Context: an optimization exercise on an open-source flow, tuned for small area, a short achievable clock period and few clock cycles per item. The choices shown serve that exercise and are no tape-out recipe. Where RTL was checked, it was by simulation tests only, not by an equivalence proof against the original. No functional check of the RTL was part of runs 4, 5 and 7. No activity file was given, so power comes from the tool's default toggle rates.

`design/flow/flow/run.sh`:
```
#!/bin/bash
# Standard layout, with two changes: the clock tree uses no dummy loads, and
# ports are buffered with buf_2 cells. The make output goes to make.log here;
# each ORFS step keeps its own log under orfs/logs.
set -euo pipefail
export CTS_ARGS="-sink_clustering_enable -repair_clock_nets -dont_use_dummy_load -sink_clustering_size 24 -sink_clustering_max_diameter 80"
export BUFFER_PORTS_ARGS="-buffer_cell sky130_fd_sc_hd__buf_2"
bash standard.sh finish > make.log 2>&1
```
`design/flow/config.mk`:
```
export PLATFORM = sky130hd
export DESIGN_NAME = byte_stream_find_replace
export DESIGN_NICKNAME = byte_stream_find_replace
export VERILOG_FILES = /design/flow/design.v
export SDC_FILE = /design/flow/constraint.sdc
export NUM_CORES = 4
export LEC_CHECK = 0
export CAP_MARGIN = 20
export CORE_MARGIN = 2
export CORE_UTILIZATION = 70
export SETUP_SLACK_MARGIN = 4.0
export SLEW_MARGIN = 20
```
`design/flow/standard.sh`:
```
#!/bin/bash
# synth_recipe.tcl (not shown) runs the flow's synth.tcl, then flattens the netlist and writes it again
# the make line also repeats each setting of config.mk as NAME=value (left out here)
make -C /OpenROAD-flow-scripts/flow DESIGN_CONFIG=/design/flow/config.mk WORK_HOME=/design/flow/orfs CLKGATE_MAP_FILE= SYNTH_SCRIPT=/design/flow/synth_recipe.tcl "${@:-finish}"
```
`design/flow/constraint.sdc`:
```
create_clock -name core_clock -period 6.5 [get_ports {clk}]
set_input_delay 1.3000 -clock core_clock [delete_from_list [all_inputs] [get_ports {clk}]]
set_output_delay 1.3000 -clock core_clock [all_outputs]
set_load 0.01 [all_outputs]
```
`design/flow/design.v`:
```
`default_nettype none
module byte_stream_find_replace #(
  parameter int MAX_PATTERN     = 16,
  parameter int MAX_REPLACEMENT = 16
) (
  input  wire logic        clk,
  input  wire logic        rst_n,
  input  wire logic        cfg_we,
  input  wire logic [2:0]  cfg_index,
  input  wire logic [63:0] cfg_wdata,
  input  wire logic        in_tvalid,
  output logic             in_tready,
  input  wire logic [7:0]  in_tdata,
  input  wire logic        in_tlast,
  output logic             out_tvalid,
  input  wire logic        out_tready,
  output logic [7:0]       out_tdata,
  output logic             out_tuser,
  output logic             out_tlast
);
  localparam int DEPTH = 16;
  localparam int AW    = 4;
  logic         pzero_r;
  logic [3:0]   pm1_r;
  logic         rzero_r;
  logic [3:0]   rm1_r;
  logic [127:0] pat_r;
  logic [127:0] rep_r;
  logic [4:0]   wlen;
  logic         plen_we;
  assign wlen    = (cfg_wdata[4] && (cfg_wdata[3:0] != 4'd0)) ? 5'd16 : cfg_wdata[4:0];
  assign plen_we = cfg_we && (cfg_index == 3'd0);
  always_ff @(posedge clk) begin
    if (!rst_n) begin
      pzero_r <= 1'b1;
      pm1_r   <= '0;
      rzero_r <= 1'b1;
      rm1_r   <= '0;
      pat_r   <= '0;
      rep_r   <= '0;
    end else if (cfg_we) begin
      case (cfg_index)
        3'd0: begin pzero_r <= (wlen == 5'd0); pm1_r <= 4'(wlen - 5'd1); end
        3'd1: pat_r[63:0]   <= cfg_wdata;
        3'd2: pat_r[127:64] <= cfg_wdata;
        3'd3: begin rzero_r <= (wlen == 5'd0); rm1_r <= 4'(wlen - 5'd1); end
        3'd4: rep_r[63:0]   <= cfg_wdata;
        3'd5: rep_r[127:64] <= cfg_wdata;
        default: ;
      endcase
    end
  end
  logic        rdy_r;
  logic        v1_r;
  logic [7:0]  b1_r;
  logic        l1_r;
  logic [15:0] eq_in;
  logic        v1_nxt;
  always_comb begin
    for (int k = 0; k < 16; k++) begin
      eq_in[k] = (in_tdata == pat_r[8*k +: 8]);
    end
  end
  logic [15:0] pm_oh;
  logic [15:0] rm_oh;
  always_comb begin
    for (int k = 0; k < 16; k++) begin
      pm_oh[k] = !pzero_r && (pm1_r == 4'(k));
      rm_oh[k] = (rm1_r == 4'(k));
    end
  end
  assign in_tready = rdy_r;
  assign v1_nxt    = rdy_r ? in_tvalid : v1_r;
  always_ff @(posedge clk) begin
    if (!rst_n) begin
      v1_r <= 1'b0;
    end else begin
      v1_r <= v1_nxt;
    end
  end
  logic [9:0]    mem_r [DEPTH];    
  logic [AW:0]   wr_ptr_r;
  logic [AW:0]   c_ptr_r;
  logic [AW:0]   rd_ptr_r;
  logic [AW:0]   wr_nxt;
  logic [AW:0]   c_nxt;
  logic [3:0]    w_r;
  logic [3:0]    w_nxt;
  logic [15:0]   dn_r;            
  logic [15:0]   d_base;          
  logic [15:0]   d_in;
  logic          m_r;             
  logic          full_r;          
  logic          go;
  logic          match;
  logic          commit_all;
  logic          wr_rep;
  logic          nf_nxt;
  assign go         = v1_r && rdy_r;
  assign match      = m_r;
  assign commit_all = l1_r || pzero_r;
  assign wr_rep     = !rzero_r || l1_r;
  assign d_in       = {d_base[14:0], 1'b1} & eq_in;
  logic eqp_in;
  logic pfx_base;
  assign eqp_in   = |(eq_in & pm_oh);
  assign pfx_base = |({d_base[14:0], 1'b1} & pm_oh);
  always_ff @(posedge clk) begin
    if (rdy_r) begin
      m_r   <= eqp_in && pfx_base;
      b1_r  <= in_tdata;
      l1_r  <= in_tlast;
    end
  end
  always_comb begin
    wr_nxt = wr_ptr_r;
    c_nxt  = c_ptr_r;
    w_nxt  = w_r;
    d_base = dn_r;
    if (plen_we) begin
      wr_nxt = c_ptr_r;
      w_nxt  = '0;
      d_base = '0;
    end else if (go) begin
      if (match) begin
        c_nxt  = c_ptr_r + (wr_rep ? 1'b1 : 1'b0);
        wr_nxt = c_ptr_r + (wr_rep ? 1'b1 : 1'b0);
        w_nxt  = '0;
        d_base = '0;
      end else if (commit_all) begin
        c_nxt  = wr_ptr_r + 1'b1;
        wr_nxt = wr_ptr_r + 1'b1;
        w_nxt  = '0;
        d_base = '0;
      end else if (full_r) begin
        c_nxt  = c_ptr_r + 1'b1;
        wr_nxt = wr_ptr_r + 1'b1;
      end else begin
        wr_nxt = wr_ptr_r + 1'b1;
        w_nxt  = w_r + 1'b1;
      end
    end
  end
  assign nf_nxt = !((wr_nxt[AW-1:0] == rd_ptr_r[AW-1:0]) && (wr_nxt[AW] != rd_ptr_r[AW]));
  always_ff @(posedge clk) begin
    if (!rst_n) begin
      rdy_r    <= 1'b1;
      wr_ptr_r <= '0;
      c_ptr_r  <= '0;
      w_r      <= '0;
      dn_r     <= '0;
      full_r   <= 1'b0;
    end else begin
      rdy_r    <= !v1_nxt || nf_nxt;
      wr_ptr_r <= wr_nxt;
      c_ptr_r  <= c_nxt;
      w_r      <= w_nxt;
      dn_r     <= (rdy_r && in_tvalid) ? d_in : d_base;
      full_r   <= (w_nxt == pm1_r);
    end
  end
  always_ff @(posedge clk) begin
    for (int i = 0; i < DEPTH; i++) begin
      if (go && (match ? (wr_rep && (c_ptr_r[AW-1:0] == AW'(i)))
                       : (wr_ptr_r[AW-1:0] == AW'(i)))) begin
        mem_r[i] <= {match, l1_r, b1_r};
      end
    end
  end
  logic [9:0]  head;
  logic [7:0]  repb;
  logic        h_valid;
  logic        h_rep;
  logic        load;
  logic        step;
  logic        fin;
  logic [15:0] rd_oh_r;
  logic [15:0] ix_oh_r;
  logic [15:0] ix_oh_nxt;
  logic        idxl_r;             
  logic        ovalid_r;
  logic [7:0]  odata_r;
  logic        ouser_r;
  logic        olast_r;
  always_comb begin
    head = '0;
    repb = '0;
    for (int i = 0; i < DEPTH; i++) begin
      head = head | (mem_r[i] & {10{rd_oh_r[i]}});
      repb = repb | (rep_r[8*i +: 8] & {8{ix_oh_r[i]}});
    end
  end
  assign h_rep     = head[9];
  assign h_valid   = (rd_ptr_r != c_ptr_r);
  assign load      = !ovalid_r || out_tready;
  assign step      = load && h_valid;
  assign fin       = !h_rep || rzero_r || idxl_r;
  assign ix_oh_nxt = !step ? ix_oh_r : (fin ? 16'd1 : {ix_oh_r[14:0], 1'b0});
  always_ff @(posedge clk) begin
    if (!rst_n) begin
      ovalid_r <= 1'b0;
      rd_ptr_r <= '0;
      rd_oh_r  <= 16'd1;
      ix_oh_r  <= 16'd1;
      idxl_r   <= 1'b0;
    end else begin
      if (load) begin
        ovalid_r <= h_valid;
      end
      if (step && fin) begin
        rd_ptr_r <= rd_ptr_r + 1'b1;
        rd_oh_r  <= {rd_oh_r[14:0], rd_oh_r[15]};
      end
      ix_oh_r <= ix_oh_nxt;
      idxl_r  <= |(ix_oh_nxt & rm_oh);
    end
  end
  always_ff @(posedge clk) begin
    if (step) begin
      odata_r <= !h_rep ? head[7:0] : (rzero_r ? 8'd0 : repb);
      ouser_r <= !(h_rep && rzero_r);
      olast_r <= head[8] && fin;
    end
  end
  assign out_tvalid = ovalid_r;
  assign out_tdata  = odata_r;
  assign out_tuser  = ouser_r;
  assign out_tlast  = olast_r;
endmodule
`default_nettype wire
```
==> reports/metrics.csv, run 1 <==
metric;value;unit
P_leak;0.00780;uW
final WL;65200;um
FF-to-FF End;rd_ptr_r[3];
Peak supply drop;227;uV
Clk pwr share;0.273;
status;no timing/DRC/antenna violations;
TritonCTS clock tree;built;
Routed Antenna Nets;0;
switching share of power;0.269;
Residual DRC;0;
# IOs;93;
commonest cells in the netlist;nand2_1 (563), dfxtp_1 (337), a21oi_1 (289);
power density cells;260;nW/um^2
clock latency (worst-skew pair);0.58;ns
H-tree depth;1;
Synth Area in Adders;0.00744;
crit start category;flop;
die height;181;um
Final Cycle Share;0.377;
synthesized area;21900;um^2
buffer and inverter count on the worst path;1;
via count;17966;
largest family of logic cells by synthesized area;simple AND/OR/NAND/NOR gates;
#FFs+latches synth;517;
CP top delay family;flip-flops;
post-synth cell types;62;
Yosys top cell area share;0.309;
Hold WC Path Type;flop to flop;
Syn Area/Cell;9.49;um^2
FF-to-FF setup slack;4.07;ns
P_sw;1630;uW
simple logic cell fraction of the synthesized area;0.165;
Post-Synthesis Cells;2304;
EDFF count, synth;180;
routed len/inst;24.3;um
initial antenna violation count;3;
Compound-Gate Fraction of Synth Area;0.156;
synth top area cells;dfxtp_1 (31%), edfxtp_1 (25%), nand2_1 (9.7%);
CP max stage cell;dfxtp_4;
clk root buf;clkbuf_16;
worst path required time;5.20;ns
YS warnings;2;
Syn Nets;2398;
ys flop type;dfxtp_1;
Layout area overhead;6.81;%
FMAX;408;MHz
final net count;2379;
IO buf count;92;
Hold Path Sink;rep_r[79];
crit path kind;flop to output pin;
Site Rows;64;
vias per cell;6.70;
share of layout cells above drive strength 1;0.0972;
drt pass-1 iters;6;
worst r2r path cells;6;
combinational fraction of design power;0.135;
clock sinks;517;
core area;30700;um^2
setup TNS;0;ns
Max Fanout on Critical Path;12;
Post-synth ARST share;0;
Flop pwr share;0.592;
Reg2Reg Launch Point;c_ptr_r[3];
Final Cell Area;23400;um^2
die area;32700;um^2
WHS Path Cells;2;
GPL Wtd Cong;0.920;
Detailed Place HPWL;42400;um
Worst-path clk slew;0.10;ns
placed instance area;22400;um^2
CTS Buf Count;25;
Internal;4440;uW
CP arrival;1.15;ns
gr usage total;0.389;
top-count cell post-synth;nand2_1;
initial DRC count;2264;
Crit. End Element;output pin;
largest net degree at the start of global routing;117;
RSZ-0062 raised after global routing;true;
xor/xnor share of the synthesized area;0.0625;
hold path startpoint;rep_r[79];
post-synthesis mux area share;0.0204;
sequential-to-total area share from yosys stat;0.556;
cell accounting for the most synthesized area;dfxtp_1;
final setup fails;0;
first-pass GRT wire length;98100;um
crit-path max cell delay;0.44;ns
worst-margin pin slew;0.989;ns
worst relative slew slack;0.339;
clock skew;0.0353;ns
maxcap violations;0;
clk buf depth;3;
minimum clock period;2.45;ns
Critical Path, Cell by Cell;buf_2;
vias in the first global route;16526;
Congestion Overflow GR;0;
max-slew violations;0;
Initial Utilization;0.713;
final hold violation count;0;
Worst path depth;1;
die width;181;um
## worst max-delay path by stage
stage | from | end | slack, ns
final | rdy_r | in_tready | 4.05
after global routing | cfg_index[0] | w_r[0] | 3.99
after CTS | m_r | mem_r[10][8] | 3.96
after detailed placement | rst_n | rep_r[8] | 3.19
after global placement | rst_n | ix_oh_r[6] | 3.25
after floorplan | cfg_index[0] | rdy_r | 3.76
## flip-flops by register name, indices dropped and copies added, names as in the netlist, 4 cells and up
signal / flops
ix_oh_r: 16
rm1_r: 4
w_r: 4
b1_r: 8
mem_r: 160
rd_oh_r: 16
c_ptr_r: 5
pat_r: 128
pm1_r: 4
rep_r: 128
odata_r: 8
wr_ptr_r: 5
dn_r: 15
rd_ptr_r: 5
## layout by cell type, fill, tap and decap left out, types with 4 or more instances in the layout
cell / count
nand2_1: 561
dfxtp_1: 318
a21oi_1: 288
edfxtp_1: 180
a22oi_1: 103
nor2_1: 98
xor2_1: 95
buf_2: 84
xnor2_1: 60
nand3_1: 42
buf_4: 37
a22o_1: 36
a221oi_1: 36
nand4_1: 36
mux2i_1: 31
o21ai_0: 26
clkbuf_16: 25
nor4_1: 16
dfxtp_2: 15
nor3_1: 13
ha_1: 13
inv_1: 12
a211oi_1: 12
nor2b_1: 11
nand3b_1: 11
nor4_2: 10
nand2b_1: 7
o31ai_1: 7
and2_1: 7
nor2_4: 5
mux2_2: 4
or2_2: 4
and3_1: 4
a32oi_1: 4
mux4_2: 4
dfxtp_4: 4
## kinds of logic after synthesis
family / count (synthesis)
adder cells (fa/ha/maj): 13
XOR/XNOR: 156
flip-flops: 517
AND/OR/NAND/NOR: 846
buffers and inverters: 189
AO/OA/AOI/OAI: 544
multiplexers: 39
## metrics by stage
stage / total power, uW / setup slack, ns / utilization / hold WS, ns / std cells
after floorplan: 4120 / 3.76 / - / 0.428 / 2304
after global placement: 4380 / 3.25 / 0.731 / 0.436 / 2644
after detailed placement: 4410 / 3.19 / 0.731 / 0.446 / 2645
after CTS: 6050 / 3.96 / 0.757 / 0.459 / 2678
after global routing: 6250 / 3.99 / 0.762 / 0.476 / 2681
final: 6070 / 4.05 / 0.762 / 0.459 / 2681
## worst register-to-register path: stages (launching register included)
cell,delay [ns]
dfxtp_1,0.72
xor2_4,0.39
o31ai_4,0.17
buf_4,0.18
a21o_4,0.27
or4_1,0.48
a21oi_1,0.14
## area by class of cell
class | count | area, um^2
well taps | 396 | 495
repair buffers | 128 | 790
flip-flops and latches | 517 | 12200
multi-input cells | 1599 | 9190
fillers | 2183 | 7310
inverters | 14 | 63.8
diodes | 2 | 5.00
clock buffers | 25 | 626
## routing by layer
metal	up-vias	track usage	wire length (um)
met2	1168	0.633	30900
met4	2	0.200	3860
met3	231	0.0524	7280
met5	-	0	13
met1	8547	0.513	23200
li1	8018	-	-
## what timing repair did
action	4_1_cts	5_1_grt
pin swaps	2	2
setup buffers	7	1
endpoints found under the setup margin	418	229
cloned	1	0
endpoints found under the hold margin	0	0
resized for setup	36	29
hold buffers	0	0
## power by group through the flow
stage / clock, uW / combinational, uW / sequential, uW
after CTS: 1660 / 803 / 3590
after floorplan: 0 / 515 / 3610
after global placement: 0 / 725 / 3660
after global routing: 1770 / 872 / 3600
final: 1660 / 823 / 3600
after detailed placement: 0 / 740 / 3670
Testbench counts, summed over its fixed seeds: cycles 95,180, items 28,800.
==> run 2, diff against run 1 <==
--- a/design/flow/config.mk
+++ b/design/flow/config.mk
@@ -7,6 +7,6 @@
 export LEC_CHECK = 0
 export CAP_MARGIN = 20
 export CORE_MARGIN = 2
-export CORE_UTILIZATION = 70
+export CORE_UTILIZATION = 80
 export SETUP_SLACK_MARGIN = 4.0
 export SLEW_MARGIN = 20
==> reports/metrics.csv, run 2 <==
metric;value;unit;change
status;no timing/DRC/antenna violations;;
crit start category;flop;;
die height;169;um;-6.3%
clock sinks;517;;unchanged
Post-Place Cells;2588;;-2.2%
YS warnings;2;;unchanged
Final Total Pwr;6110;uW;+0.65%
gr usage total;0.461;;+0.0723
share of layout cells above drive strength 1;0.0973;;about the same
Multi-input gate area;9200;um^2;about the same
synthesized area;21900;um^2;unchanged
power density cells;263;nW/um^2;+1.0%
worst relative slew slack;0.416;;+0.0771
clk root buf;clkbuf_16;;
P_leak;0.00779;uW;about the same
first-pass GRT wire length;100000;um;+1.9%
worst-margin pin slew;0.874;ns;-0.114 ns
final hold violation count;0;;unchanged
Post-CTS Hold Buffers;0;;unchanged
Hold WC Path Type;flop to flop;;
crit path from;rd_oh_r[3];;
via count;18627;;+3.7%
clock latency (worst-skew pair);0.59;ns;about the same
RSZ-0062 raised after global routing;true;;
Reg2Reg Launch Point;rd_oh_r[3];;
CP arrival;2.95;ns;+1.80 ns
Non-Filler Instances;2625;;-2.1%
Syn Area/Cell;9.49;um^2;unchanged
Layout area overhead;6.44;%;
H-tree depth;1;;unchanged
Yosys top cell area share;0.309;;unchanged
Crit. End Element;flop;;
setup TNS;0;ns;unchanged
Worst-path clk slew;0.10;ns;about the same
WHS;0.453;ns;-0.00531 ns
vias in the first global route;17475;;+5.7%
GPL Wtd Cong;0.930;;+1.2%
max reg flops;160;;unchanged
cell accounting for the most synthesized area;dfxtp_1;;
Site Rows;60;;-6.3%
top flop regs;mem_r (160), pat_r (128), rep_r (128);;
Max Fanout on Critical Path;16;;+4
worst path required time;6.98;ns;+1.78 ns
largest net degree at the start of global routing;191;;+63%
post-synth cell types;62;;unchanged
clock skew;0.0475;ns;+0.0122 ns
CTS Buf Count;25;;unchanged
ys flop type;dfxtp_1;;
Post-Synthesis Cells;2304;;unchanged
IO buf count;92;;unchanged
most frequent cells in the layout;nand2_1 (560), dfxtp_1 (318), a21oi_1 (288);;
Routed Antenna Nets;0;;unchanged
final setup fails;0;;unchanged
minimum clock period;2.46;ns;+0.0127 ns
die width;169;um;-6.3%
Biggest register;mem_r;;
Register Area;12200;um^2;about the same
Final Cycle Share;0.379;;+0.00196
Peak supply drop;211;uV;-7.2%
vias per cell;7.10;;+5.9%
maxcap violations;0;;unchanged
Filler cells;1445;;-34%
EDFF count, synth;180;;unchanged
Post-synth ARST share;0;;unchanged
#FFs+latches synth;517;;unchanged
# IOs;93;;unchanged
Initial Utilization;0.814;;+0.101
commonest non-fill, non-tap cell in the layout;nand2_1;;
crit path kind;flop to flop;;
clk buf depth;3;;unchanged
Residual DRC;0;;unchanged
Congestion Overflow GR;0;;unchanged
synth top area cells;dfxtp_1 (31%), edfxtp_1 (25%), nand2_1 (9.7%);;
routed len/inst;25.5;um;+4.7%
initial DRC count;2793;;+23%
hold path startpoint;rep_r[102];;
TritonCTS clock tree;built;;
final WL;66800;um;+2.5%
FMAX;406;MHz;-0.52%
top-count cell post-synth;nand2_1;;
final net count;2378;;-0.042%
commonest cells in the netlist;nand2_1 (563), dfxtp_1 (337), a21oi_1 (289);;
drt pass-1 iters;6;;unchanged
core area;26900;um^2;-12%
sequential-to-total area share from yosys stat;0.556;;unchanged
Detailed Place HPWL;41800;um;-1.3%
Syn Nets;2398;;unchanged
die area;28700;um^2;-12%
max-slew violations;0;;unchanged
initial antenna violation count;3;;unchanged
-- run 2: layer usage --
layer | global-route usage | part of all wire | vias up
met5 | 0 | 0.00018 | -
met4 | 0.314 | 0.088 | 2
met3 | 0.0947 | 0.13 | 362
met2 | 0.732 | 0.45 | 1543
met1 | 0.575 | 0.33 | 8708
li1 | - | - | 8012
-- run 2: what timing repair did --
| action | 4_1_cts | 5_1_grt |
|---|---|---|
| endpoints found under the setup margin | 269 | 234 |
| gates cloned | 1 | 0 |
| endpoints found under the hold margin | 0 | 0 |
| setup buffers | 6 | 3 |
| resized for setup | 43 | 22 |
| pin swaps | 2 | 1 |
-- run 2: worst max-delay path: stages (launching register included) --
cell and delay, ns:
dfxtp_2 0.46, a22oi_1 0.22, nand2_1 0.10, or4_4 0.60, a21o_4 0.33, or4_1 0.49, a21oi_1 0.14
-- run 2: cells by family after synthesis --
| logic type | share of synthesized area |
|---|---|
| xor+xnor | 0.0625 |
| fa+ha+maj | 0.00744 |
| buf+inv | 0.0334 |
| simple gates | 0.165 |
| mux | 0.0204 |
| compound gates | 0.156 |
| flops | 0.556 |
-- run 2: path summary, 6_finish.rpt --
path                            slack (ns)  cells after the start           to
worst max-delay path                  4.04                      6  rd_ptr_r[3]
worst max register to register        4.04                      6  rd_ptr_r[3]
worst min register to register        0.45                      2   rep_r[102]
worst min-delay path                  0.45                      2   rep_r[102]
-- run 2: stage by stage --
stage | setup WS (ns) | util | cell area (um^2)
after floorplan | 3.76 | - | 22000
after global placement | 3.29 | 0.831 | 22300
after detailed placement | 3.20 | 0.832 | 22300
after CTS | 4.02 | 0.861 | 23100
after global routing | 3.99 | 0.866 | 23300
final | 4.04 | 0.866 | 23300
-- run 2: power breakdown --
part | switching (uW) | internal [uW] | leakage, uW
Sequential | 133 | 3460 | 0.00436
Clock | 972 | 688 | 0.000308
Combinational | 567 | 289 | 0.00312
-- run 2: final cells by class --
cell class                      instances  share of cell area
Tap cell                              341              0.0183
Antenna cell                            2            0.000215
Timing Repair Buffer                  127              0.0331
Sequential cell                       517               0.523
Clock buffer                           25              0.0269
Inverter                               14             0.00312
Multi-Input combinational cell       1599               0.395
==> run 3, diff against run 2 <==
--- a/design/flow/config.mk
+++ b/design/flow/config.mk
@@ -7,6 +7,6 @@
 export LEC_CHECK = 0
 export CAP_MARGIN = 20
 export CORE_MARGIN = 2
-export CORE_UTILIZATION = 80
+export CORE_UTILIZATION = 60
 export SETUP_SLACK_MARGIN = 4.0
 export SLEW_MARGIN = 20
==> reports/metrics.csv, run 3 <==
metric;value;unit;change
status;no timing/DRC/antenna violations;;
power density cells;262;nW/um^2;-0.27%
first-pass GRT wire length;103000;um;+3.4%
drt pass-1 iters;5;;-1
GPL Wtd Cong;0.873;;-6.1%
H-tree depth;1;;unchanged
sequential-to-total area share from yosys stat;0.556;;unchanged
die width;195;um;+15%
EDFF count, synth;180;;unchanged
commonest non-fill, non-tap cell in the layout;nand2_1;;
most frequent cells in the layout;nand2_1 (560), dfxtp_1 (321), a21oi_1 (287);;
Site Rows;69;;+15%
CP arrival;2.91;ns;-0.04 ns
Syn Area/Cell;9.49;um^2;unchanged
P_leak;0.00784;uW;+0.57%
Hold WC Path Type;flop to flop;;
largest net degree at the start of global routing;118;;-38%
Residual DRC;0;;unchanged
worst path required time;6.90;ns;-0.08 ns
RSZ-0062 raised after global routing;true;;
vias in the first global route;16672;;-4.6%
Congestion Overflow GR;0;;unchanged
routed len/inst;25.1;um;-1.3%
gr usage total;0.359;;-0.103
CP max stage cell;nor4_1;;
placed instance area;22500;um^2;+0.77%
worst relative slew slack;0.461;;+0.0451
Initial Utilization;0.612;;-0.202
Crit. End Element;flop;;
synth top area cells;dfxtp_1 (31%), edfxtp_1 (25%), nand2_1 (9.7%);;
ys flop type;dfxtp_1;;
# IOs;93;;unchanged
Biggest register;mem_r;;
commonest cells in the netlist;nand2_1 (563), dfxtp_1 (337), a21oi_1 (289);;
final hold violation count;0;;unchanged
initial DRC count;1876;;-33%
CTS Buf Count;27;;+8.0%
top flop regs;mem_r (160), pat_r (128), rep_r (128);;
final setup fails;0;;unchanged
clk buf depth;3;;unchanged
max reg flops;160;;unchanged
die area;38000;um^2;+32%
Multi-input gate area;9150;um^2;-0.53%
top-count cell post-synth;nand2_1;;
worst-margin pin slew;0.808;ns;-0.0664 ns
setup TNS;0;ns;unchanged
Critical Path, Cell by Cell;buf_4 -> xor2_1 -> nor4_1 -> nand3b_1 -> a21oi_1 -> a211oi_1 -> o21ai_0;;
die height;195;um;+15%
Layout area overhead;7.29;%;
Worst-path clk slew;0.07;ns;-0.03 ns
via count;17775;;-4.6%
synthesized area;21900;um^2;unchanged
Detailed Place HPWL;44400;um;+6.3%
Final Cell Area;23500;um^2;+0.80%
clock latency (worst-skew pair);0.60;ns;about the same
minimum clock period;2.51;ns;+0.0459 ns
maxcap violations;0;;unchanged
Filler cells;2963;;+110%
Routed Antenna Nets;0;;unchanged
Peak supply drop;194;uV;-7.9%
initial antenna violation count;2;;-1
post-synth cell types;62;;unchanged
Post-Synthesis Cells;2304;;unchanged
clock skew;0.0694;ns;+0.0218 ns
Post-synth ARST share;0;;unchanged
Register Area;12200;um^2;about the same
crit path kind;input port to flop;;
max-slew violations;0;;unchanged
Max Fanout on Critical Path;17;;+1
IO buf count;92;;unchanged
crit start category;input port;;
Final Cycle Share;0.386;;+0.00705
TritonCTS clock tree;built;;
share of layout cells above drive strength 1;0.0947;;-0.00263
vias per cell;6.47;;-8.8%
final WL;69000;um;+3.2%
cell accounting for the most synthesized area;dfxtp_1;;
YS warnings;2;;unchanged
clk root buf;clkbuf_16;;
final net count;2378;;unchanged
Syn Nets;2398;;unchanged
FMAX;399;MHz;-1.8%
#FFs+latches synth;517;;unchanged
clock sinks;517;;unchanged
crit-path max cell delay;0.48;ns;-0.12 ns
Yosys top cell area share;0.309;;unchanged
core area;35700;um^2;+33%
-- run 3: cell counts after synthesis --
Identical to the previous run, type by type.
-- run 3: layer usage --
layer	GRT usage	wire, um	vias to the layer above
met2	0.593	32600	936
met1	0.483	27000	8685
met5	0	0	-
li1	-	-	8018
met3	0.0413	6210	136
met4	0.150	3170	0
-- run 3: critical path: cells and delay by family --
kind                      cells  cell delay (ns)
AOI/OAI and AO/OA             3             0.50
xor gates and xnor gates      1             0.12
buffers and inverters         1             0.36
and+or+nand+nor               2             0.61
-- run 3: worst paths after layout --
path / cells after the start / endpoint / slack (ns) / start
max: 7 / m_r / 3.99 / in_tdata[4]
min: 2 / rep_r[90] / 0.46 / rep_r[90]
max reg2reg: 6 / rd_ptr_r[3] / 4.08 / rd_oh_r[1]
min reg2reg: 2 / rep_r[90] / 0.46 / rep_r[90]
-- run 3: power breakdown --
| group | internal [uW] | total (uW) | switching, uW |
|---|---|---|---|
| Combinational | 282 | 807 | 525 |
| Clock | 739 | 1750 | 1010 |
| Sequential | 3460 | 3590 | 129 |
| Total | 4490 | 6150 | 1660 |
-- run 3: cells by family after synthesis --
| group | after synthesis | share of synthesized area |
|---|---|---|
| muxes | 39 | 0.0204 |
| xor gates and xnor gates | 156 | 0.0625 |
| adders and majority gates | 13 | 0.00744 |
| DFF | 517 | 0.556 |
| and+or+nand+nor | 846 | 0.165 |
| AOI/OAI and AO/OA | 544 | 0.156 |
| buffers and inverters | 189 | 0.0334 |
-- run 3: through the flow --
step / instances / power [uW] / util / setup WS [ns] / hold WS [ns]
3_3_place_gp: 2709 / 4420 / 0.630 / 3.24 / 0.439
5_1_grt: 2743 / 6330 / 0.656 / 3.92 / 0.476
3_5_place_dp: 2709 / 4440 / 0.630 / 3.20 / 0.446
6_report: 2746 / 6150 / 0.656 / 3.99 / 0.458
4_1_cts: 2743 / 6140 / 0.655 / 4.03 / 0.457
2_1_floorplan: 2304 / 4120 / - / 3.76 / 0.428
-- run 3: timing repair --
item | CTS | global route
cloned | 1 | 0
endpoints found under the setup margin | 210 | 92
resized for setup | 43 | 11
setup buffers | 6 | 0
hold buffers | 0 | 0
pin swaps | 2 | 0
-- run 3: final cells by class --
| cell class | instances | area share |
|---|---|---|
| repair buffers | 126 | 0.0346 |
| diodes | 3 | 0.000320 |
| flip-flops and latches | 517 | 0.519 |
| well taps | 461 | 0.0246 |
| inverters | 14 | 0.00272 |
| clock buffers | 27 | 0.0288 |
| multi-input cells | 1598 | 0.390 |
==> run 4, diff against run 3 <==
--- a/design/flow/design.v
+++ b/design/flow/design.v
@@ -141,7 +141,11 @@
       end
     end
   end
-  assign nf_nxt = !((wr_nxt[AW-1:0] == rd_ptr_r[AW-1:0]) && (wr_nxt[AW] != rd_ptr_r[AW]));
+  logic [AW:0] rd_inc;
+  logic        pop;
+  assign rd_inc = rd_ptr_r + 1'b1;
+  assign nf_nxt = pop ? !((wr_nxt[AW-1:0] == rd_inc[AW-1:0]) && (wr_nxt[AW] != rd_inc[AW]))
+                      : !((wr_nxt[AW-1:0] == rd_ptr_r[AW-1:0]) && (wr_nxt[AW] != rd_ptr_r[AW]));
   always_ff @(posedge clk) begin
     if (!rst_n) begin
       rdy_r    <= 1'b1;
@@ -195,6 +199,7 @@
   assign load      = !ovalid_r || out_tready;
   assign step      = load && h_valid;
   assign fin       = !h_rep || rzero_r || idxl_r;
+  assign pop       = step && fin;
   assign ix_oh_nxt = !step ? ix_oh_r : (fin ? 16'd1 : {ix_oh_r[14:0], 1'b0});
   always_ff @(posedge clk) begin
     if (!rst_n) begin
@@ -208,7 +213,7 @@
         ovalid_r <= h_valid;
       end
       if (step && fin) begin
-        rd_ptr_r <= rd_ptr_r + 1'b1;
+        rd_ptr_r <= rd_inc;
         rd_oh_r  <= {rd_oh_r[14:0], rd_oh_r[15]};
       end
       ix_oh_r <= ix_oh_nxt;
==> reports/metrics.csv, run 4 <==
metric;value;unit;change
status;no timing/DRC/antenna violations;;
crit path kind;input port to flop;;
Syn Nets;2484;;+3.6%
Reg2Reg Launch Point;l1_r;;
worst r2r path cells;10;;+4
CP arrival;3.04;ns;+0.13 ns
minimum clock period;2.58;ns;+0.0719 ns
Register Area;12200;um^2;+0.16%
max-slew violations;0;;unchanged
worst-margin pin slew;0.909;ns;+0.101 ns
RSZ-0062 raised after global routing;true;;
routed len/inst;24.4;um;-2.8%
max reg flops;160;;unchanged
worst path required time;6.96;ns;+0.06 ns
setup TNS;0;ns;unchanged
top-count cell post-synth;nand2_1;;
Residual DRC;0;;unchanged
Final Cell Area;25000;um^2;+6.6%
initial antenna violation count;0;;-2
commonest cells in the netlist;nand2_1 (606), dfxtp_1 (337), a21boi_0 (274);;
Worst-path clk slew;0.08;ns;about the same
EDFF count, synth;180;;unchanged
largest net degree at the start of global routing;136;;+15%
die height;200;um;+2.5%
clk root buf;clkbuf_16;;
core area;37800;um^2;+5.6%
WHS Path Cells;2;;unchanged
Multi-input gate area;10200;um^2;+12%
hold path startpoint;rep_r[92];;
P_leak;0.00831;uW;+6.0%
Peak supply drop;197;uV;+1.5%
Filler cells;3122;;+5.4%
top flop regs;mem_r (160), pat_r (128), rep_r (128);;
Post-synth ARST share;0;;unchanged
initial DRC count;1772;;-5.5%
share of layout cells above drive strength 1;0.112;;+0.0178
Detailed Place HPWL;45600;um;+2.7%
worst relative slew slack;0.394;;-0.0678
synthesized area;23000;um^2;+5.2%
IO buf count;92;;unchanged
Congestion Overflow GR;0;;unchanged
Critical Path, Cell by Cell;buf_8 -> or4b_4 -> o21ai_2 -> a2bb2oi_2 -> xnor2_1 -> nand3_1 -> nor4_2 -> a32oi_1;;
cell accounting for the most synthesized area;dfxtp_1;;
die area;39900;um^2;+5.1%
final WL;70700;um;+2.4%
commonest non-fill, non-tap cell in the layout;nand2_1;;
vias in the first global route;16994;;+1.9%
Yosys top cell area share;0.293;;-0.0153
Layout area overhead;8.75;%;
Hold Path Sink;rep_r[92];;
vias per cell;6.24;;-3.6%
Site Rows;71;;+2.9%
final hold violation count;0;;unchanged
power density cells;256;nW/um^2;-2.3%
Max Fanout on Critical Path;6;;-11
clock sinks;517;;unchanged
Biggest register;mem_r;;
clk buf depth;3;;unchanged
CP top delay family;simple AND/OR/NAND/NOR gates;;
clock skew;0.0473;ns;-0.0221 ns
# IOs;93;;unchanged
final setup fails;0;;unchanged
Initial Utilization;0.609;;-0.00247
YS warnings;2;;unchanged
ys flop type;dfxtp_1;;
crit start category;input port;;
first-pass GRT wire length;105000;um;+2.0%
post-synth cell types;78;;+26%
Final Cycle Share;0.397;;+0.0111
#FFs+latches synth;517;;unchanged
TritonCTS clock tree;built;;
most frequent cells in the layout;nand2_1 (604), dfxtp_1 (311), a21boi_0 (274);;
sequential-to-total area share from yosys stat;0.528;;-0.0275
via count;18063;;+1.6%
CTS Buf Count;28;;+3.7%
H-tree depth;1;;unchanged
Hold WC Path Type;flop to flop;;
drt pass-1 iters;8;;+3
Post-Synthesis Cells;2390;;+3.7%
maxcap violations;0;;unchanged
FF-to-FF setup slack;3.97;ns;-0.11 ns
final net count;2479;;+4.2%
CP max stage cell;or4b_4;;
Crit. End Element;flop;;
clock latency (worst-skew pair);0.59;ns;about the same
placed instance area;23500;um^2;+4.6%
FF-to-FF End;rdy_r;;
gr usage total;0.354;;-0.00451
die width;200;um;+2.5%
Syn Area/Cell;9.63;um^2;+1.4%
FMAX;387;MHz;-2.8%
buffer and inverter count on the worst path;1;;unchanged
GPL Wtd Cong;0.885;;+1.4%
Routed Antenna Nets;0;;unchanged
synth top area cells;dfxtp_1 (29%), edfxtp_1 (23%), nand2_1 (9.9%);;
crit-path max cell delay;0.61;ns;+0.13 ns
run 4: cell types whose count changed after synthesis, sizes merged, moves of 21 or more:
cell    before  now
a21boi       1  274
clkbuf     162  141
buf         13   45
nand2      563  606
mux2i       31    9
a21oi      290   36
nor2b       11   34
xnor2       60   82
nor2       103   68
run 4: per-layer routing:
| metal | global-route usage | vias to the layer above | share of wire |
|---|---|---|---|
| li1 | - | 8318 | - |
| met1 | 0.469 | 8764 | 0.40 |
| met2 | 0.576 | 811 | 0.46 |
| met3 | 0.0489 | 170 | 0.078 |
| met4 | 0.175 | 0 | 0.057 |
| met5 | 0 | - | 0 |
run 4: stage by stage:
step	hold slack (ns)	util	cells	worst slack (ns)	total power (uW)
floorplan	0.428	-	2390	3.57	4260
global placement	0.452	0.624	2827	2.83	4570
detailed placement	0.457	0.624	2827	2.86	4590
CTS	0.469	0.656	2883	4.00	6380
global route	0.484	0.663	2894	3.85	6610
finish	0.467	0.663	2895	3.92	6400
run 4: cell type report:
type,count,area share
Sequential cell,517,0.488
Multi-Input combinational cell,1667,0.408
Timing Repair Buffer,151,0.0477
Clock buffer,28,0.0280
Tap cell,511,0.0256
Inverter,20,0.00320
Antenna cell,1,0.000100
run 4: tightest hold or removal path, cell delays in order (launching register included):
cell	delay (ns)
dfxtp_1	0.31
nand2_1	0.05
a21boi_0	0.06
run 4: power breakdown:
part / internal, uW / total, uW / switching, uW
sequential: 3490 / 3650 / 157
combinational: 369 / 974 / 605
clock: 764 / 1780 / 1020
run 4: how the worst max path moves through the flow:
stage	endpoint	start	slack, ns	depth (start not counted)
detailed placement	m_r	in_tdata[0]	2.86	8
global route	rdy_r	cfg_index[2]	3.85	8
finish	rdy_r	cfg_index[2]	3.92	8
global placement	m_r	in_tdata[0]	2.83	8
floorplan	rdy_r	cfg_index[0]	3.57	9
CTS	rdy_r	cfg_index[2]	4.00	8
run 4: logic make-up (layout without fill, tap and decap cells):
family                   after synthesis  count (layout)  share of synthesized area
adder cells (fa/ha/maj)               13              13                    0.00707
other                                  0               1                          0
flip-flops                           517             517                      0.528
XOR/XNOR                             160             160                     0.0609
AO/OA/AOI/OAI                        588             588                      0.191
AND/OR/NAND/NOR                      893             893                      0.169
multiplexers                          13              13                    0.00587
buffers and inverters                206             199                     0.0373
run 4: timing repair:
| action | in CTS | in global routing |
|---|---|---|
| hold buffers | 0 | 0 |
| buffers inserted | 27 | 10 |
| resized for setup | 83 | 35 |
| cloned | 1 | 1 |
| endpoints found under the setup margin | 350 | 150 |
| pin swaps | 17 | 5 |
==> run 5, diff against run 4 <==
==> design/flow/flow/run.sh (replaced) <==
#!/bin/bash
# Standard layout, with two changes: the clock tree uses no dummy loads, and
# ports are buffered with buf_2 cells. The make output goes to make.log here;
# each ORFS step keeps its own log under orfs/logs.
set -euo pipefail
export CTS_ARGS="-sink_clustering_enable -repair_clock_nets -dont_use_dummy_load -sink_clustering_size 30 -sink_clustering_max_diameter 60"
export BUFFER_PORTS_ARGS="-buffer_cell sky130_fd_sc_hd__buf_2"
bash standard.sh finish > make.log 2>&1
==> reports/metrics.csv, run 5 <==
metric;value;unit;change
TritonCTS clock tree;built;;
Max Fanout on Critical Path;6;;unchanged
Site Rows;71;;unchanged
via count;18207;;+0.80%
clock skew;0.0474;ns;+0.0000570 ns
cell accounting for the most synthesized area;dfxtp_1;;
worst relative slew slack;0.382;;-0.0111
grt met3 use;0.0561;;+0.00722
sequential-to-total area share from yosys stat;0.528;;unchanged
commonest non-fill, non-tap cell in the layout;nand2_1;;
maxcap violations;0;;unchanged
ys flop type;dfxtp_1;;
synthesized area;23000;um^2;unchanged
Peak supply drop;232;uV;+18%
initial DRC count;1766;;-0.34%
Crit. End Element;flop;;
largest net degree at the start of global routing;136;;unchanged
max-slew violations;0;;unchanged
clk buf depth;3;;unchanged
drt pass-1 iters;7;;-1
Syn Area/Cell;9.63;um^2;unchanged
gr usage total;0.357;;+0.00283
EDFF count, synth;180;;unchanged
Non-Filler Instances;2918;;+0.79%
worst-margin pin slew;0.925;ns;+0.0163 ns
GPL Wtd Cong;0.885;;unchanged
Yosys top cell area share;0.293;;unchanged
clock sinks;517;;unchanged
CP arrival;3.06;ns;+0.02 ns
final net count;2503;;+0.97%
Layout area overhead;10.5;%;
initial antenna violation count;0;;unchanged
status;no timing/DRC/antenna violations;;
P_leak;0.00852;uW;+2.5%
met2 usage;0.577;;+0.000900
share of layout cells above drive strength 1;0.123;;+0.0101
clk root buf;clkbuf_16;;
final core utilization;0.673;;+0.0106
worst r2r path cells;10;;unchanged
Syn Nets;2484;;unchanged
top flop regs;mem_r (160), pat_r (128), rep_r (128);;
FMAX;381;MHz;-1.6%
Detailed Place HPWL;45600;um;unchanged
Worst-path clk slew;0.07;ns;about the same
Post-synth ARST share;0;;unchanged
vias in the first global route;17039;;+0.26%
grt peak-use layer;met2;;
Biggest register;mem_r;;
routed len/inst;24.5;um;+0.17%
CTS Buf Count;37;;+32%
vias per cell;6.24;;about the same
final hold violation count;0;;unchanged
core area;37800;um^2;unchanged
H-tree depth;2;;+1
top-count cell post-synth;nand2_1;;
commonest cells in the netlist;nand2_1 (606), dfxtp_1 (337), a21boi_0 (274);;
Final Cycle Share;0.403;;+0.00628
worst path required time;6.93;ns;-0.03 ns
setup TNS;0;ns;unchanged
Hold WC Path Type;flop to flop;;
n_diodes;0;;-1
die width;200;um;unchanged
RSZ-0062 raised after global routing;true;;
Residual DRC;0;;unchanged
Congestion Overflow GR;0;;unchanged
max reg flops;160;;unchanged
first-pass GRT wire length;106000;um;+0.33%
final setup fails;0;;unchanged
crit start category;input port;;
Routed Antenna Nets;0;;unchanged
Post-CTS Hold Buffers;0;;unchanged
final WL;71400;um;+0.96%
#FFs+latches synth;517;;unchanged
WHS Path Cells;2;;unchanged
synth top area cells;dfxtp_1 (29%), edfxtp_1 (23%), nand2_1 (9.9%);;
clock latency (worst-skew pair);0.58;ns;about the same
IO buf count;92;;unchanged
power density cells;266;nW/um^2;+3.8%
# IOs;93;;unchanged
met1 usage;0.467;;-0.00131
die height;200;um;unchanged
die area;39900;um^2;unchanged
post-synth cell types;78;;unchanged
Initial Utilization;0.609;;unchanged
crit path kind;input port to flop;;
Post-Place Cells;2827;;unchanged
Post-Synthesis Cells;2390;;unchanged
YS warnings;2;;unchanged
most frequent cells in the layout;nand2_1 (604), dfxtp_1 (312), a21boi_0 (274);;
minimum clock period;2.62;ns;+0.0408 ns
==> run 5: worst paths after layout <==
path,from,to,slack (ns)
setup / recovery,cfg_index[1],wr_ptr_r[0],3.88
hold / removal,rep_r[92],rep_r[92],0.47
setup reg to reg,l1_r,rdy_r,3.97
hold reg to reg,rep_r[92],rep_r[92],0.47
==> run 5: what timing repair did <==
item / in CTS / in global routing
pin swaps: 17 / 8
setup endpoints to repair: 351 / 227
gates resized for setup: 80 / 46
cloned: 1 / 1
buffers inserted: 27 / 25
==> run 5: power breakdown <==
group	switching, uW	internal (uW)	total (uW)	leakage [uW]
sequential	159	3490	3650	0.00437
clock	1080	1010	2090	0.000456
combinational	616	395	1010	0.00369
total	1860	4900	6750	0.00852
==> run 5: area by class of cell <==
| class | instances | area, um^2 |
|---|---|---|
| Multi-Input combinational cell | 1667 | 10200 |
| Clock buffer | 37 | 926 |
| Timing Repair Buffer | 166 | 1340 |
| Tap cell | 511 | 639 |
| Sequential cell | 517 | 12200 |
| Inverter | 20 | 80.1 |
| Fill cell | 3085 | 12300 |
==> run 5: worst max-delay path, stage by stage <==
cell and delay (ns):
buf_12 0.11, or4b_4 0.61, o21ai_2 0.10, a2bb2oi_2 0.23, buf_4 0.16, buf_6 0.09, buf_6 0.09, buf_6 0.09
buf_6 0.08, buf_6 0.08, buf_6 0.08, nor2b_1 0.03
==> run 5: stage by stage <==
stage          total power, uW  setup slack (ns)  area (um^2)  hold WS (ns)
2_1_floorplan             4260              3.57        23200         0.428
3_3_place_gp              4570              2.83        23500         0.452
3_5_place_dp              4590              2.86        23500         0.457
4_1_cts                   6680              3.95        25000         0.462
5_1_grt                   6960              3.83        25400         0.483
6_report                  6750              3.88        25400         0.466
==> run 5: cell families (layout without fill, tap and decap cells) <==
group                    Yosys count  in the layout  share of synthesized area
buffers and inverters            206            223                     0.0373
XOR/XNOR                         160            160                     0.0609
AO/OA/AOI/OAI                    588            588                      0.191
adder cells (fa/ha/maj)           13             13                    0.00707
AND/OR/NAND/NOR                  893            893                      0.169
flip-flops                       517            517                      0.528
multiplexers                      13             13                    0.00587
==> run 5: layer usage <==
layer,routed length [um],up-vias
li1,-,8366
met1,28800,8862
met2,33100,794
met3,5300,185
met4,4210,0
met5,0,-
==> run 6, diff against run 5 <==
--- a/design/flow/design.v
+++ b/design/flow/design.v
@@ -141,11 +141,7 @@
       end
     end
   end
-  logic [AW:0] rd_inc;
-  logic        pop;
-  assign rd_inc = rd_ptr_r + 1'b1;
-  assign nf_nxt = pop ? !((wr_nxt[AW-1:0] == rd_inc[AW-1:0]) && (wr_nxt[AW] != rd_inc[AW]))
-                      : !((wr_nxt[AW-1:0] == rd_ptr_r[AW-1:0]) && (wr_nxt[AW] != rd_ptr_r[AW]));
+  assign nf_nxt = !((wr_nxt[AW-1:0] == rd_ptr_r[AW-1:0]) && (wr_nxt[AW] != rd_ptr_r[AW]));
   always_ff @(posedge clk) begin
     if (!rst_n) begin
       rdy_r    <= 1'b1;
@@ -199,7 +195,6 @@
   assign load      = !ovalid_r || out_tready;
   assign step      = load && h_valid;
   assign fin       = !h_rep || rzero_r || idxl_r;
-  assign pop       = step && fin;
   assign ix_oh_nxt = !step ? ix_oh_r : (fin ? 16'd1 : {ix_oh_r[14:0], 1'b0});
   always_ff @(posedge clk) begin
     if (!rst_n) begin
@@ -213,7 +208,7 @@
         ovalid_r <= h_valid;
       end
       if (step && fin) begin
-        rd_ptr_r <= rd_inc;
+        rd_ptr_r <= rd_ptr_r + 1'b1;
         rd_oh_r  <= {rd_oh_r[14:0], rd_oh_r[15]};
       end
       ix_oh_r <= ix_oh_nxt;
==> design/flow/flow/run.sh (replaced) <==
#!/bin/bash
# Standard layout, with two changes: the clock tree uses no dummy loads, and
# ports are buffered with buf_2 cells. The make output goes to make.log here;
# each ORFS step keeps its own log under orfs/logs.
set -euo pipefail
export CTS_ARGS="-sink_clustering_enable -repair_clock_nets -dont_use_dummy_load -sink_clustering_size 30 -sink_clustering_max_diameter 80"
export BUFFER_PORTS_ARGS="-buffer_cell sky130_fd_sc_hd__buf_2"
bash standard.sh finish > make.log 2>&1
==> reports/metrics.csv, run 6 <==
metric;value;unit;change
Critical Path, Cell by Cell;buf_2 -> or4b_4 -> o21ai_2 -> a222oi_1 -> o211ai_1 -> o21ai_0;;
Crit. End Element;flop;;
max reg flops;160;;unchanged
Syn Area/Cell;9.49;um^2;-1.4%
placed instance area;22500;um^2;-4.4%
routed len/inst;25.1;um;+2.6%
vias in the first global route;16618;;-2.5%
Reg2Reg Launch Point;rd_oh_r[1];;
IO buf count;92;;unchanged
Initial Utilization;0.612;;+0.00247
worst relative slew slack;0.467;;+0.0844
EDFF count, synth;180;;unchanged
Top Layer Used;met4;;
synthesized area;21900;um^2;-4.9%
met2 wire length;32200;um;-2.5%
status;no timing/DRC/antenna violations;;
FF-to-FF setup slack;4.06;ns;+0.09 ns
initial DRC count;1847;;+4.6%
clock skew;0.0563;ns;+0.00891 ns
commonest non-fill, non-tap cell in the layout;nand2_1;;
Yosys top cell area share;0.309;;+0.0153
core area;35700;um^2;-5.3%
Layout area overhead;7.22;%;
# IOs;93;;unchanged
final setup fails;0;;unchanged
crit path from;cfg_index[0];;
Post-Synthesis Cells;2304;;-3.6%
Final Cell Area;23400;um^2;-7.8%
Worst-path clk slew;0.08;ns;about the same
die width;195;um;-2.5%
cell accounting for the most synthesized area;dfxtp_1;;
minimum clock period;2.54;ns;-0.0828 ns
Place WS;3.20;ns;+0.346 ns
final hold violation count;0;;unchanged
largest net degree at the start of global routing;118;;-13%
max-slew violations;0;;unchanged
post-synth cell types;62;;-21%
Peak supply drop;197;uV;-15%
worst path required time;6.81;ns;-0.12 ns
clock latency (worst-skew pair);0.59;ns;about the same
via count;17732;;-2.6%
Residual DRC;0;;unchanged
Hold WC Path Type;flop to flop;;
Filler cells;2975;;-3.6%
Routed Antenna Nets;0;;unchanged
sequential-to-total area share from yosys stat;0.556;;+0.0275
Detailed Place HPWL;44400;um;-2.6%
top flop regs;mem_r (160), pat_r (128), rep_r (128);;
P_leak;0.00783;uW;-8.0%
most frequent cells in the layout;nand2_1 (560), dfxtp_1 (321), a21oi_1 (288);;
share of layout cells above drive strength 1;0.0942;;-0.0284
Congestion Overflow GR;0;;unchanged
H-tree depth;1;;-1
maxcap violations;0;;unchanged
die area;38000;um^2;-4.9%
#FFs+latches synth;517;;unchanged
final net count;2379;;-5.0%
WHS;0.457;ns;-0.00938 ns
initial antenna violation count;1;;+1
Syn Nets;2398;;-3.5%
crit path kind;input port to flop;;
Site Rows;69;;-2.8%
top-count cell post-synth;nand2_1;;
CP arrival;2.85;ns;-0.21 ns
CP max stage cell;or4b_4;;
vias per cell;6.46;;+3.5%
gr usage total;0.358;;+0.000550
die height;195;um;-2.5%
ys flop type;dfxtp_1;;
crit-path max cell delay;0.68;ns;+0.07 ns
power density cells;261;nW/um^2;-1.9%
Post-synth ARST share;0;;unchanged
clock sinks;517;;unchanged
Final Cycle Share;0.391;;-0.0127
setup TNS;0;ns;unchanged
final WL;68900;um;-3.4%
TritonCTS clock tree;built;;
crit start category;input port;;
first-pass GRT wire length;103000;um;-2.4%
buffer and inverter count on the worst path;1;;-7
GPL Wtd Cong;0.873;;-1.4%
YS warnings;2;;unchanged
Biggest register;mem_r;;
hold path startpoint;rep_r[105];;
drt pass-1 iters;6;;-1
Routed met1 length;27400;um;-4.9%
worst-margin pin slew;0.799;ns;-0.126 ns
Setup WS post-layout;3.96;ns;+0.0828 ns
clk buf depth;3;;unchanged
Max Fanout on Critical Path;11;;+5
RSZ-0062 raised after global routing;true;;
FMAX;394;MHz;+3.3%
synth top area cells;dfxtp_1 (31%), edfxtp_1 (25%), nand2_1 (9.7%);;
commonest cells in the netlist;nand2_1 (563), dfxtp_1 (337), a21oi_1 (289);;
clk root buf;clkbuf_16;;
CP top delay family;simple AND/OR/NAND/NOR gates;;
met3 wire len;5910;um;+12%
CTS Buf Count;26;;-30%
## run 6: worst reg2reg max path: cells and delay by family, from the launching register on
kind               cells  cell delay (ns)
AOI/OAI and AO/OA      3             0.70
DFF                    1             0.46
and+or+nand+nor        3             1.18
## run 6: logic make-up (layout without fill, tap and decap cells)
kind of cell / Yosys count / after routing / synth area share
AO/OA/AOI/OAI: 544 / 544 / 0.156
multiplexers: 39 / 39 / 0.0204
XOR/XNOR: 156 / 156 / 0.0625
flip-flops: 517 / 517 / 0.556
other: 0 / 3 / 0
AND/OR/NAND/NOR: 846 / 846 / 0.165
adder cells (fa/ha/maj): 13 / 13 / 0.00744
buffers and inverters: 189 / 168 / 0.0334
## run 6: metal layers
layer / global-route usage / vias up
li1: - / 8023
met1: 0.475 / 8678
met2: 0.588 / 882
met3: 0.0493 / 149
met4: 0.157 / 0
met5: 0 / -
## run 6: final timing paths
kind,endpoint,depth (start not counted)
setup / recovery,m_r,6
hold / removal,rep_r[105],2
setup reg to reg,rd_ptr_r[3],6
hold reg to reg,rep_r[105],2
## run 6: layout make-up
class | instances | area [um^2] | share of cell area
Clock buffer | 26 | 651 | 0.0277
Multi-Input combinational cell | 1598 | 9140 | 0.390
Tap cell | 461 | 577 | 0.0246
Sequential cell | 517 | 12200 | 0.519
Inverter | 14 | 63.8 | 0.00272
Antenna cell | 3 | 7.51 | 0.000320
Timing Repair Buffer | 128 | 838 | 0.0358
## run 6: stage by stage
step	total power [uW]	std cells	util
final	6110	2747	0.656
after global routing	6290	2744	0.656
after CTS	6100	2744	0.655
after detailed placement	4440	2709	0.630
after global placement	4420	2709	0.630
after floorplan	4120	2304	-
## run 6: power by group
part	switching [uW]	internal (uW)
combinational	523	282
clock	998	714
sequential	129	3460
total	1650	4460
## run 6: timing repair
item	in CTS	in global routing
hold buffers	0	0
resized for setup	41	9
endpoints found under the setup margin	212	103
cloned	1	0
pin swaps	3	0
buffers inserted	8	0
Testbench counts of run 6, summed over its fixed seeds: cycles 95,180, items 28,800.
==> run 7, diff against run 6 <==
--- a/design/flow/design.v
+++ b/design/flow/design.v
@@ -78,6 +78,13 @@
       v1_r <= v1_nxt;
     end
   end
+  always_ff @(posedge clk) begin
+    if (rdy_r) begin
+      m_r   <= |(d_in & pm_oh);
+      b1_r  <= in_tdata;
+      l1_r  <= in_tlast;
+    end
+  end
   logic [9:0]    mem_r [DEPTH];    
   logic [AW:0]   wr_ptr_r;
   logic [AW:0]   c_ptr_r;
@@ -101,17 +108,6 @@
   assign commit_all = l1_r || pzero_r;
   assign wr_rep     = !rzero_r || l1_r;
   assign d_in       = {d_base[14:0], 1'b1} & eq_in;
-  logic eqp_in;
-  logic pfx_base;
-  assign eqp_in   = |(eq_in & pm_oh);
-  assign pfx_base = |({d_base[14:0], 1'b1} & pm_oh);
-  always_ff @(posedge clk) begin
-    if (rdy_r) begin
-      m_r   <= eqp_in && pfx_base;
-      b1_r  <= in_tdata;
-      l1_r  <= in_tlast;
-    end
-  end
   always_comb begin
     wr_nxt = wr_ptr_r;
     c_nxt  = c_ptr_r;
==> design/flow/run.sh (new file) <==
#!/bin/bash
# synth_recipe.tcl (not shown) runs the flow's synth.tcl, then flattens the netlist and writes it again
# the make line also repeats each setting of config.mk as NAME=value (left out here)
make -C /OpenROAD-flow-scripts/flow DESIGN_CONFIG=/design/flow/config.mk WORK_HOME=/design/flow/orfs CLKGATE_MAP_FILE= SYNTH_SCRIPT=/design/flow/synth_recipe.tcl finish
removed: design/flow/flow/run.sh
removed: design/flow/standard.sh
==> reports/metrics.csv, run 7 <==
metric;value;unit;change
critical path endpoint;m_r;;
CP max stage cell;o41ai_2;;
crit path from;in_tdata[6];;
crit path kind;input port to flop;;
final WL;73500;um;+6.7%
Clk pwr share;0.407;;+0.127
Syn Area/Cell;9.53;um^2;+0.46%
CP arrival;3.08;ns;+0.23 ns
sequential-to-total area share from yosys stat;0.554;;-0.00133
#FFs+latches synth;517;;unchanged
FF-to-FF End;idxl_r;;
die height;195;um;+0.12%
status;no timing/DRC/antenna violations;;
synthesized area;21900;um^2;+0.24%
# IOs;93;;unchanged
worst r2r path cells;6;;unchanged
RSZ-0062 raised after global routing;true;;
Peak supply drop;250;uV;+27%
initial antenna violation count;5;;+4
clock skew;0.0222;ns;-0.0340 ns
worst relative slew slack;0.387;;-0.0798
CP top delay family;compound AO/OA/AOI/OAI gates;;
max-slew violations;0;;unchanged
worst-margin pin slew;0.918;ns;+0.120 ns
Multi-input gate area;9350;um^2;+2.4%
vias in the first global route;17351;;+4.4%
post-synth cell types;68;;+9.7%
Initial Utilization;0.605;;-0.00729
Post-synth ARST share;0;;unchanged
share of layout cells above drive strength 1;0.136;;+0.0419
P_sw;2000;uW;+21%
Reg2Reg Launch Point;c_ptr_r[3];;
Biggest register;mem_r;;
most frequent cells in the layout;nand2_1 (581), dfxtp_1 (322), a21oi_1 (294);;
core area;36300;um^2;+1.4%
synth top area cells;dfxtp_1 (31%), edfxtp_1 (25%), nand2_1 (10%);;
TritonCTS clock tree;built;;
commonest non-fill, non-tap cell in the layout;nand2_1;;
Final Cycle Share;0.411;;+0.0202
GPL Wtd Cong;0.920;;+5.4%
gr usage total;0.381;;+0.0232
clock latency (worst-skew pair);0.61;ns;+0.02 ns
Internal;5650;uW;+27%
YS warnings;2;;unchanged
ys flop type;dfxtp_1;;
first-pass GRT wire length;108000;um;+4.7%
Filler cells;2783;;-6.5%
clk buf depth;3;;unchanged
Routed Antenna Nets;0;;unchanged
final net count;2475;;+4.0%
Detailed Place HPWL;44300;um;-0.17%
Hold WC Path Type;flop to flop;;
Final Total Pwr;7650;uW;+25%
Crit. End Element;flop;;
FMAX;375;MHz;-4.9%
Max Fanout on Critical Path;6;;-5
Worst-path clk slew;0.06;ns;-0.02 ns
routed len/inst;25.4;um;+1.2%
P_leak;0.00884;uW;+13%
minimum clock period;2.67;ns;+0.131 ns
clk root buf;clkbuf_16;;
vias per cell;6.31;;-2.2%
die width;195;um;+0.12%
top flop regs;mem_r (160), pat_r (128), rep_r (128);;
combinational fraction of design power;0.121;;-0.011
via count;18279;;+3.1%
die area;38100;um^2;+0.24%
switching share of power;0.262;;-0.00857
EDFF count, synth;180;;unchanged
Register Area;12200;um^2;about the same
Layout area overhead;18.1;%;
maxcap violations;0;;unchanged
crit start category;input port;;
Residual DRC;0;;unchanged
largest net degree at the start of global routing;95;;-19%
final setup fails;0;;unchanged
final hold violation count;0;;unchanged
Worst path depth;11;;+5
drt pass-1 iters;6;;unchanged
Syn Nets;2393;;-0.21%
max reg flops;160;;unchanged
Critical Path, Cell by Cell;clkbuf_2 -> buf_12 -> buf_4 -> buf_4 -> xnor2_1 -> nand3_2 -> o41ai_2 -> o21ai_2 -> a211oi_2 -> o21ai_1 -> o41ai_2;;
Site Rows;70;;+1.4%
CTS Buf Count;52;;+100%
cell accounting for the most synthesized area;dfxtp_1;;
setup TNS;0;ns;unchanged
Yosys top cell area share;0.308;;-0.000740
H-tree depth;2;;+1
Flop pwr share;0.472;;-0.116
FF-to-FF setup slack;4.11;ns;+0.05 ns
IO buf count;92;;unchanged
power density cells;296;nW/um^2;+13%
crit-path max cell delay;0.37;ns;-0.31 ns
top-count cell post-synth;nand2_1;;
initial DRC count;2103;;+14%
buffer and inverter count on the worst path;4;;+3
Post-Synthesis Cells;2299;;-0.22%
clock sinks;517;;unchanged
Congestion Overflow GR;0;;unchanged
worst path required time;6.91;ns;+0.10 ns
commonest cells in the netlist;nand2_1 (586), dfxtp_1 (337), a21oi_1 (296);;
[run 7: final cells by class]
cell class / instances / share of cell area
diodes: 2 / 0.000193
repair inverters: 1 / 0.000338
clock buffers: 80 / 0.0613
inverters: 8 / 0.00242
well taps: 468 / 0.0226
multi-input cells: 1604 / 0.361
clock inverters: 18 / 0.00783
flip-flops and latches: 517 / 0.470
repair buffers: 197 / 0.0736
[run 7: worst min-delay path, delay by kind of cell, from the launching register on]
family,cells,cell delay [ns]
AOI/OAI and AO/OA,1,0.05
DFF,1,0.31
and+or+nand+nor,1,0.05
[run 7: per-stage QoR]
step | hold WS [ns] | setup WS [ns] | instance area (um^2) | instances | utilization
floorplan | 0.427 | 3.63 | 22000 | 2299 | -
global placement | 0.441 | 2.37 | 23100 | 2728 | 0.636
detailed placement | 0.446 | 2.33 | 23100 | 2728 | 0.636
CTS | 0.454 | 3.82 | 25600 | 2876 | 0.705
global route | 0.469 | 3.77 | 25900 | 2894 | 0.714
finish | 0.453 | 3.83 | 25900 | 2895 | 0.714
[run 7: how the worst min path moves through the flow]
stage / endpoint / start / depth (start not counted) / slack [ns]
3_5_place_dp: rep_r[48] / rep_r[48] / 2 / 0.45
5_1_grt: rep_r[122] / rep_r[122] / 2 / 0.47
2_1_floorplan: dn_r[9] / dn_r[9] / 2 / 0.43
6_report: rep_r[109] / rep_r[109] / 2 / 0.45
4_1_cts: rep_r[48] / rep_r[48] / 2 / 0.45
3_3_place_gp: rep_r[91] / rep_r[91] / 2 / 0.44
[run 7: what timing repair did]
item | CTS | global route
resized for setup | 170 | 60
buffers inserted | 46 | 16
hold endpoints to repair | 0 | 0
pin swaps | 25 | 29
cloned | 4 | 1
setup endpoints to repair | 490 | 212
hold buffers | 0 | 0
[run 7: kinds of logic after synthesis]
kind of cell / after synthesis / share of synthesized area
AND/OR/NAND/NOR: 858 / 0.168
AO/OA/AOI/OAI: 554 / 0.161
flip-flops: 517 / 0.554
buffers and inverters: 181 / 0.0362
XOR/XNOR: 159 / 0.0635
multiplexers: 17 / 0.00976
adder cells (fa/ha/maj): 13 / 0.00742
[run 7: power groups by stage]
stage / clock network (uW) / registers (uW) / logic, uW
after floorplan: 0 / 3620 / 522
after global placement: 0 / 3670 / 820
after detailed placement: 0 / 3680 / 833
after CTS: 3130 / 3600 / 873
after global routing: 3250 / 3620 / 985
final: 3110 / 3610 / 927
[run 7: routing by layer]
layer  up-vias  GRT usage  share of wire
li1       8218          -              -
met1      8849      0.488           0.38
met2      1000      0.624           0.47
met3       208     0.0601          0.094
met4         4      0.208          0.061
met5         -          0        0.00037

==> afterwards: timing with drivers on the ports <==
In the flow no input, the clock included, has a driving cell. The finished layouts below were timed again as built, in two steps.
Step 1 sets driving cells, clkbuf_16 on the clock port and buf_2 on the other inputs (assumed; they add their load-dependent delay and slew).
Step 2, shift: input delay + t, output delay - t, t = (earliest + latest rising clock arrival at the registers) / 2. This alone moves slack from input paths to output paths.
a / b / c = ideal ports / drivers / drivers and shift; a / b = the first two.
run	t (ns)	slack for setup (ns)	hold WS [ns]	worst slew at a driven data input, ns	pins driven straight from the clock port
run 1	0.615	4.050 / 3.995 / 3.429	0.459 / 0.459 / 0.459	0.09	1
run 2	0.613	4.037 / 4.003 / 3.456	0.453 / 0.453 / 0.453	0.10	1
run 3	0.624	3.991 / 3.976 / 3.373	0.458 / 0.458 / 0.458	0.11	1
run 4	0.624	3.919 / 3.861 / 3.237	0.467 / 0.467 / 0.467	0.25	1
run 5	0.614	3.878 / 3.748 / 3.134	0.466 / 0.466 / 0.466	0.22	1
run 6	0.621	3.961 / 3.973 / 3.377	0.457 / 0.457 / 0.457	0.11	1
run 7	0.654	3.830 / 3.820 / 3.166	0.453 / 0.453 / 0.453	0.11	1
After both steps every run listed still meets setup and hold. The setup slack of run 5, which loses most, moves by -0.130 ns with the drivers and by -0.744 ns with both steps.
